Background: an optimization exercise with open tools, aiming at small area. Do not read the settings as production practice. In this exercise RTL edits were held to simulation tests only and were not proved equivalent to the original.

==> job 8362 <==
## collisionTop
module collisionTop
(
	input  logic                       Clk,
	input  logic                       rstN,
	input  logic [7:0]                 keycode,
	input  logic [pointW-1:0]          tankPos,        
	input  logic [pointW-1:0]          enemyPos,       
	input  logic [wallCount*rectW-1:0] walls,          
	input  logic [pointW-1:0]          missilePos,     
	input  logic [1:0]                 missileDir,
	output logic [2:0]                 status          
);
==> module tankMoveCheck, before the edit <==
module tankMoveCheck
(
	input  logic [7:0]                 keycode,
	input  logic [pointW-1:0]          tankPos,      
	input  logic [pointW-1:0]          enemyPos,
	input  logic [wallCount*rectW-1:0] walls,        
	output logic                       blocked
);
	localparam int obstCount = wallCount + 1;     
	logic [wallCount*rectW-1:0] obstacles;
	logic [obstCount-1:0]       hitEach;
	logic goUp;
	logic goDown;
	logic goLeft;
	logic goRight;
	assign goUp    = (keycode == keyUp);
	assign goDown  = (keycode == keyDown);
	assign goLeft  = (keycode == keyLeft);
	assign goRight = (keycode == keyRight);
	assign obstacles[wallCount*rectW-1:0]       = walls;
	for (genvar i = 0; i < wallCount; i++)
	begin : obstLoop
		logic xOverlap, xNearHi, xNearLo;
		logic yOverlap, yNearHi, yNearLo;
		tankSpan u_x
		(
			.t       (tankPos[pointW-1:coordW]),
			.lo      (obstacles[i*rectW + 3*coordW +: coordW]),
			.size    (obstacles[i*rectW + coordW +: coordW]),
			.overlap (xOverlap),
			.nearHi  (xNearHi),
			.nearLo  (xNearLo)
		);
		tankSpan u_y
		(
			.t       (tankPos[coordW-1:0]),
			.lo      (obstacles[i*rectW + 2*coordW +: coordW]),
			.size    (obstacles[i*rectW +: coordW]),
			.overlap (yOverlap),
			.nearHi  (yNearHi),
			.nearLo  (yNearLo)
		);
		assign hitEach[i] = (goUp    && yNearHi && xOverlap)
			|| (goDown  && yNearLo && xOverlap)
			|| (goLeft  && xNearHi && yOverlap)
			|| (goRight && xNearLo && yOverlap);
	end
	begin : enemyCheck
		logic xOverlap, xNearHi, xNearLo;
		logic yOverlap, yNearHi, yNearLo;
		tankSpanSq u_x
		(
			.t       (tankPos[pointW-1:coordW]),
			.lo      (enemyPos[pointW-1:coordW]),
			.overlap (xOverlap),
			.nearHi  (xNearHi),
			.nearLo  (xNearLo)
		);
		tankSpanSq u_y
		(
			.t       (tankPos[coordW-1:0]),
			.lo      (enemyPos[coordW-1:0]),
			.overlap (yOverlap),
			.nearHi  (yNearHi),
			.nearLo  (yNearLo)
		);
		assign hitEach[wallCount] = (goUp    && yNearHi && xOverlap)
			|| (goDown  && yNearLo && xOverlap)
			|| (goLeft  && xNearHi && yOverlap)
			|| (goRight && xNearLo && yOverlap);
	end
	assign blocked = |hitEach;
endmodule
==> module missileSpan, before the edit <==
module missileSpan
#(
	parameter int len = 8
)
(
	input  logic [coordW-1:0] m,
	input  logic [coordW-1:0] lo,
	input  logic [coordW-1:0] size,
	output logic              closed,
	output logic              hitDec,
	output logic              hitInc
);
	logic [cmpW-1:0] p;     
	logic [cmpW:0]   q;     
	logic            pSmall;     
	logic            qBig;       
	tankRipple #(.W(cmpW)) u_p
	(
		.a   ({1'b0, lo}),
		.b   ({1'b1, ~m}),
		.cin (1'b1),
		.sum (p)
	);
	tankRipple #(.W(cmpW + 1)) u_q
	(
		.a   ({p[cmpW-1], p}),
		.b   ({2'b00, size}),
		.cin (1'b0),
		.sum (q)
	);
	assign pSmall = !p[cmpW-1] && !(|p[cmpW-2:5]);
	assign qBig   = !q[cmpW] && (|q[cmpW-1:5]);
	assign closed = !q[cmpW] && (p[cmpW-1] || (pSmall && (p[4:0] <= 5'(len))));
	assign hitDec = (!q[cmpW] || (&q[cmpW-1:1])) && p[cmpW-1];
	assign hitInc = (p[cmpW-1] || (pSmall && (p[4:0] <= 5'(len + 2))))
		&& (qBig || (!q[cmpW] && (q[4:0] >= 5'(len + 1))));
endmodule
Settings: LEC_CHECK=0, CAP_MARGIN=20, CORE_MARGIN=2, CORE_UTILIZATION=70, SLEW_MARGIN=20; clock period 7.0 ns.
run.sh (not shown) runs the stock make flow with config.mk's settings and CLKGATE_MAP_FILE= SYNTH_SCRIPT=/design/flow/synth_recipe.tcl, a recipe that flattens the netlist after the stock synthesis.
==> inputs of job 7376, as changes to job 8362 <==
--- a/flow/design.v
+++ b/flow/design.v
@@ -30,2 +30,3 @@
 endpackage
+import tankPkg::*;
 module tankRipple
@@ -48,2 +49,83 @@
 endmodule
+module tankSplitDiff
+(
+	input  logic [coordW-1:0] lo,
+	input  logic [coordW-1:0] v,
+	input  logic [coordW-1:0] size,
+	output logic [4:0]        dLow,
+	output logic              dNeg,       
+	output logic              dZero,      
+	output logic [4:0]        eLow,
+	output logic              eNeg,       
+	output logic              eZero,      
+	output logic              eMinus,     
+	output logic              eBig        
+);
+	logic [5:0] dLowC;      
+	logic [5:0] dHigh0;     
+	logic [5:0] eLowC;      
+	logic [6:0] eHigh0;     
+	logic       dBorrow;
+	logic       eCarry;
+	tankRipple #(.W(6)) u_dLow
+	(
+		.a   ({1'b0, lo[4:0]}),
+		.b   ({1'b1, ~v[4:0]}),
+		.cin (1'b1),
+		.sum (dLowC)
+	);
+	tankRipple #(.W(6)) u_dHigh
+	(
+		.a   ({1'b0, lo[9:5]}),
+		.b   ({1'b1, ~v[9:5]}),
+		.cin (1'b1),
+		.sum (dHigh0)
+	);
+	tankRipple #(.W(6)) u_eLow
+	(
+		.a   ({1'b0, dLowC[4:0]}),
+		.b   ({1'b0, size[4:0]}),
+		.cin (1'b0),
+		.sum (eLowC)
+	);
+	tankRipple #(.W(7)) u_eHigh
+	(
+		.a   ({dHigh0[5], dHigh0}),
+		.b   ({2'b00, size[9:5]}),
+		.cin (1'b0),
+		.sum (eHigh0)
+	);
+	assign dLow    = dLowC[4:0];
+	assign eLow    = eLowC[4:0];
+	assign dBorrow = dLowC[5];
+	assign eCarry  = eLowC[5];
+	assign dNeg  = dHigh0[5] || (dBorrow && (dHigh0 == 6'd0));
+	assign dZero = dBorrow ? (dHigh0 == 6'd1) : (dHigh0 == 6'd0);
+	always_comb
+	begin
+		case ({eCarry, dBorrow})
+			2'b01:     
+			begin
+				eNeg   = eHigh0[6] || (eHigh0 == 7'd0);
+				eZero  = (eHigh0 == 7'd1);
+				eMinus = (eHigh0 == 7'd0);
+				eBig   = !eHigh0[6] && (eHigh0 != 7'd0) && (eHigh0 != 7'd1);
+			end
+			2'b10:     
+			begin
+				eNeg   = eHigh0[6] && (eHigh0 != 7'h7f);
+				eZero  = (eHigh0 == 7'h7f);
+				eMinus = (eHigh0 == 7'h7e);
+				eBig   = !eHigh0[6];
+			end
+			default:
+			begin
+				eNeg   = eHigh0[6];
+				eZero  = (eHigh0 == 7'd0);
+				eMinus = (eHigh0 == 7'h7f);
+				eBig   = !eHigh0[6] && (eHigh0 != 7'd0);
+			end
+		endcase
+	end
+endmodule
 `default_nettype wire
@@ -152,2 +234,3 @@
 	end
+	if (1)
 	begin : enemyCheck
@@ -194,26 +277,26 @@
 );
-	logic [cmpW-1:0] p;     
-	logic [cmpW:0]   q;     
-	logic            pSmall;     
-	logic            qBig;       
-	tankRipple #(.W(cmpW)) u_p
+	localparam logic [4:0] lenLo   = 5'(len);
+	localparam logic [4:0] lenHi   = 5'(len + 2);
+	localparam logic [4:0] lenStep = 5'(len + 1);
+	logic [4:0] pLow, qLow;
+	logic       pNeg, pZero;
+	logic       qNeg, qZero, qMinus, qBig;
+	tankSplitDiff u_diff
 	(
-		.a   ({1'b0, lo}),
-		.b   ({1'b1, ~m}),
-		.cin (1'b1),
-		.sum (p)
-	);
-	tankRipple #(.W(cmpW + 1)) u_q
-	(
-		.a   ({p[cmpW-1], p}),
-		.b   ({2'b00, size}),
-		.cin (1'b0),
-		.sum (q)
+		.lo     (lo),
+		.v      (m),
+		.size   (size),
+		.dLow   (pLow),
+		.dNeg   (pNeg),
+		.dZero  (pZero),
+		.eLow   (qLow),
+		.eNeg   (qNeg),
+		.eZero  (qZero),
+		.eMinus (qMinus),
+		.eBig   (qBig)
 	);
-	assign pSmall = !p[cmpW-1] && !(|p[cmpW-2:5]);
-	assign qBig   = !q[cmpW] && (|q[cmpW-1:5]);
-	assign closed = !q[cmpW] && (p[cmpW-1] || (pSmall && (p[4:0] <= 5'(len))));
-	assign hitDec = (!q[cmpW] || (&q[cmpW-1:1])) && p[cmpW-1];
-	assign hitInc = (p[cmpW-1] || (pSmall && (p[4:0] <= 5'(len + 2))))
-		&& (qBig || (!q[cmpW] && (q[4:0] >= 5'(len + 1))));
+	assign closed = !qNeg && (pNeg || (pZero && (pLow <= lenLo)));
+	assign hitDec = (!qNeg || (qMinus && (&qLow[4:1]))) && pNeg;
+	assign hitInc = (pNeg || (pZero && (pLow <= lenHi)))
+		&& (qBig || (qZero && (qLow >= lenStep)));
 endmodule
==> flow/flow/run.sh (new file) <==
#!/bin/bash
# The standard layout (the standard.sh, unchanged synthesis), except
# that the port buffers are plain buf_1 cells rather than delay buffers.
set -euo pipefail
export BUFFER_PORTS_ARGS="-buffer_cell sky130_fd_sc_hd__buf_1"
bash standard.sh > standard.log 2>&1
==> flow/standard.sh (new file) <==
#!/bin/bash
# synth_recipe.tcl (not shown) runs the flow's synth.tcl, then flattens the netlist and writes it again
# the make line also repeats each setting of config.mk as NAME=value (left out here)
make -C /OpenROAD-flow-scripts/flow DESIGN_CONFIG=/design/flow/config.mk WORK_HOME=/design/flow/orfs CLKGATE_MAP_FILE= SYNTH_SCRIPT=/design/flow/synth_recipe.tcl "${@:-finish}"
CORE_UTILIZATION = 60   (was 70)
CTS_BUF_LIST = sky130_fd_sc_hd__clkbuf_1   (was unset)
GPL_TIMING_DRIVEN = 0   (was unset)
removed: flow/run.sh
==> comparison <==
- Job 7376 completed with no timing, DRC or antenna violations. Job 8362 did not get past clock tree synthesis (4_1_cts).
- In job 8362 the area after synthesis is lower than in job 7376, by about 11%.
- In job 8362 the synthesized cell count is lower than in job 7376, by 21%.

==> what the ideal ports hide <==
The results above use ideal ports. As a check the final layout listed here was re-extracted and re-timed, cells and wires unchanged. Step 1, drivers: a clkbuf_16 drives Clk and a buf_2 each remaining input, both assumed. Step 2 adds t to the input delays and takes it off the output delays; t is the mean of the earliest and latest rising clock arrival at the registers after step 1. Input paths then give back, and output paths get back, about the clock's delay inside the block. Three values: ideal, step 1, step 2; two values: the first two.
run: job 7376
shift t [ns]: 0.280
setup WS [ns]: 0.131 / 0.137 / -0.143
latest minus earliest clock arrival (ns): 0.004 / 0.005
worst register clock-pin slew, ns: 0.09 / 0.09
worst data-port slew with drivers (ns): 0.08
Met with ideal ports but missed after step 2: setup timing in job 7376. For job 7376, drivers alone change the setup slack by +0.006 ns; drivers and shift together by -0.274 ns.
